This design comes from an exercise in tuning for small area on the open sky130 flow, not from production work. In this exercise RTL edits were held to simulation tests only and were not proved equivalent to the original. Power is estimated from default activity; no workload was simulated.

==> flow/design.v <==
module regfile_sb #(
    parameter  int XLEN  = 32,
    parameter  int NREGS = 32,
    parameter  int NRP   = 2,
    parameter  int NWP   = 2,
    localparam int AW    = $clog2(NREGS)
) (
    input  logic                      clk_i,
    input  logic                      rst_n_i,
    input  logic [NWP-1:0]            we_i,
    input  logic [NWP-1:0][AW-1:0]    wr_addr_i,
    input  logic [NWP-1:0][XLEN-1:0]  wr_d_i,
    input  logic                      iss_valid_i,
    input  logic [AW-1:0]             iss_rd_i,
    input  logic [NRP-1:0][AW-1:0]    rd_addr_i,
    output logic [NRP-1:0][XLEN-1:0]  rd_d_o,
    output logic [NRP-1:0]            rd_busy_o,
    output logic [NREGS-1:0]          busy_o
);
    logic ph;
    always_ff @(posedge clk_i or negedge rst_n_i) begin
        if (!rst_n_i) ph <= 1'b0;
        else          ph <= ~ph;
    end
    logic [XLEN-1:0] wdx0, wdx1;
    assign wdx0 = wr_d_i[0] ^ {XLEN{ph}};
    assign wdx1 = wr_d_i[1] ^ {XLEN{ph}};
    wire [NREGS-1:0][XLEN-1:0] q;
    wire [NREGS-1:0]           valid;
    wire [NREGS-1:0]           busy;
    assign q[0]     = '0;
    assign valid[0] = 1'b0;
    assign busy[0]  = 1'b0;
    for (genvar r = 1; r < NREGS; r++) begin : g_reg
        logic w0, w1, s0, s1, hold, iss;
        logic [XLEN-1:0] d, dn;
        logic v, b;
        assign w0   = we_i[0] && (wr_addr_i[0] == AW'(r));
        assign w1   = we_i[1] && (wr_addr_i[1] == AW'(r));
        assign s1   = w1;
        assign s0   = w0 && !w1;
        assign hold = !(w0 || w1);
        assign iss  = iss_valid_i && (iss_rd_i == AW'(r));
        regfile_sb_aoi3 #(.W(XLEN)) u_wsel (
            .a_i(s1), .x_i(wdx1), .b_i(s0), .y_i(wdx0), .c_i(hold), .z_i(d), .n_o(dn)
        );
        always_ff @(posedge clk_i) begin
            d <= dn;
        end
        always_ff @(posedge clk_i or negedge rst_n_i) begin
            if (!rst_n_i) begin
                v <= 1'b0;
                b <= 1'b0;
            end else begin
                v <= v | w0 | w1;
                b <= iss | (b & hold);
            end
        end
        assign q[r]     = d;
        assign valid[r] = v;
        assign busy[r]  = b;
    end
    assign busy_o = busy;
    for (genvar p = 0; p < NRP; p++) begin : g_rd
        logic [NREGS-1:0] dec, sel;
        for (genvar r = 0; r < NREGS; r++) begin : g_dec
            assign dec[r] = (rd_addr_i[p] == AW'(r));
            assign sel[r] = dec[r] && valid[r];
        end
        regfile_sb_rsel #(.W(XLEN), .NREGS(NREGS)) u_rd (
            .sel_i(sel[NREGS-1:1]), .q_i(q[NREGS-1:1]), .inv_i(ph && (|sel)), .d_o(rd_d_o[p])
        );
        regfile_sb_rsel #(.W(1), .NREGS(NREGS)) u_busy (
            .sel_i(dec[NREGS-1:1]), .q_i(busy[NREGS-1:1]), .inv_i(1'b0), .d_o(rd_busy_o[p])
        );
    end
endmodule
module regfile_sb_aoi3 #(
    parameter int W = 32
) (
    input  logic         a_i,
    input  logic [W-1:0] x_i,
    input  logic         b_i,
    input  logic [W-1:0] y_i,
    input  logic         c_i,
    input  logic [W-1:0] z_i,
    output logic [W-1:0] n_o
);
    assign n_o = ~(({W{a_i}} & x_i) | ({W{b_i}} & y_i) | ({W{c_i}} & z_i));
endmodule
module regfile_sb_rsel #(
    parameter  int W     = 32,
    parameter  int NREGS = 32,
    localparam int NG    = (NREGS - 1) / 3
) (
    input  logic [NREGS-1:1]        sel_i,
    input  logic [NREGS-1:1][W-1:0] q_i,
    input  logic                    inv_i,
    output logic [W-1:0]            d_o
);
    logic [NG-1:0][W-1:0] t_n;
    for (genvar g = 0; g < NG; g++) begin : g_grp
        regfile_sb_aoi3 #(.W(W)) u_aoi (
            .a_i(sel_i[3*g+1]), .x_i(q_i[3*g+1]),
            .b_i(sel_i[3*g+2]), .y_i(q_i[3*g+2]),
            .c_i(sel_i[3*g+3]), .z_i(q_i[3*g+3]),
            .n_o(t_n[g])
        );
    end
    always_comb begin
        d_o = '0;
        for (int g = 0; g < NG; g++) d_o = d_o | ~t_n[g];
        for (int r = 3 * NG + 1; r < NREGS; r++) d_o = d_o | ({W{sel_i[r]}} & q_i[r]);
        d_o = d_o ^ {W{inv_i}};
    end
endmodule
make LEC_CHECK=0 CAP_MARGIN=20 CORE_MARGIN=2 CORE_UTILIZATION=25 CTS_CLUSTER_DIAMETER=100 CTS_CLUSTER_SIZE=20 PLACE_DENSITY=0.4 SETUP_SLACK_MARGIN=0.1 SLEW_MARGIN=20 SYNTH_HIERARCHICAL=1 SYNTH_MINIMUM_KEEP_SIZE=0 finish   # period 7.0 ns
run.sh (not shown) runs the stock make flow with config.mk's settings and CLKGATE_MAP_FILE= SYNTH_SCRIPT=/design/flow/synth_recipe.tcl, a recipe that flattens the netlist after the stock synthesis.
Change:
--- a/flow/design.v
+++ b/flow/design.v
@@ -106,11 +106,39 @@
             .c_i(sel_i[3*g+3]), .z_i(q_i[3*g+3]),
             .n_o(t_n[g])
         );
     end
+    localparam int NR = NREGS - 1 - 3 * NG;
+    logic [(NG+NR)*W-1:0] t_all;
+    for (genvar g = 0; g < NG; g++) begin : g_t
+        assign t_all[g*W +: W] = t_n[g];
+    end
+    for (genvar r = 0; r < NR; r++) begin : g_r
+        assign t_all[(NG+r)*W +: W] = ~({W{sel_i[3*NG+1+r]}} & q_i[3*NG+1+r]);
+    end
+    localparam int NT = NG + NR;
+    localparam int NQ = (NT + 3) / 4;
+    logic [NQ-1:0][W-1:0] any_q;
+    for (genvar k = 0; k < NQ; k++) begin : g_q
+        regfile_sb_nand4 #(.W(W), .N((4 * k + 4 <= NT) ? 4 : NT - 4 * k)) u_nand (
+            .a_i(t_all[4*k*W +: ((4 * k + 4 <= NT) ? 4 : NT - 4 * k) * W]), .y_o(any_q[k])
+        );
+    end
     always_comb begin
         d_o = '0;
-        for (int g = 0; g < NG; g++) d_o = d_o | ~t_n[g];
-        for (int r = 3 * NG + 1; r < NREGS; r++) d_o = d_o | ({W{sel_i[r]}} & q_i[r]);
+        for (int k = 0; k < NQ; k++) d_o = d_o | any_q[k];
         d_o = d_o ^ {W{inv_i}};
     end
 endmodule
+module regfile_sb_nand4 #(
+    parameter int W = 32,
+    parameter int N = 4
+) (
+    input  logic [N*W-1:0] a_i,
+    output logic [W-1:0]   y_o
+);
+    always_comb begin
+        y_o = '1;
+        for (int i = 0; i < N; i++) y_o = y_o & a_i[i*W +: W];
+        y_o = ~y_o;
+    end
+endmodule
Effect:
- Now the flow finished but fails on negative setup slack
- area after synthesis went down by a few percent
- total power falls slightly
- worst hold slack barely changes
- sequential power barely changes
- wire length rose by a few percent
- worst setup slack got worse by 0.34 ns

==> afterwards: timing with drivers on the ports <==
The flow's constraints put no driver on any port. The routed layouts listed below were extracted and timed again, unchanged, in two steps.
Step 1, drivers: a clkbuf_16 drives clk_i and a buf_2 each remaining input, both assumed.
Step 2 moves the port delays by t, midway between the first and last clock arrival at a register: inputs arrive t later, outputs are due t later. That takes back most of the time a late clock gives input paths.
Three values: ideal, step 1, step 2; two values: the first two.
run | shift t [ns] | setup WS [ns] | hold WS [ns] | clock arrival spread, ns | pins driven straight from the clock port
the first run | 0.829 | 0.190 / 0.130 / 0.130 | 0.474 / 0.474 / 0.474 | 0.049 / 0.049 | 1
the second run | 0.844 | -0.145 / -0.169 / -0.169 | 0.473 / 0.473 / 0.473 | 0.053 / 0.052 | 1
The setup slack of the first run, which loses most, moves by -0.060 ns with the drivers and by -0.060 ns with both steps.
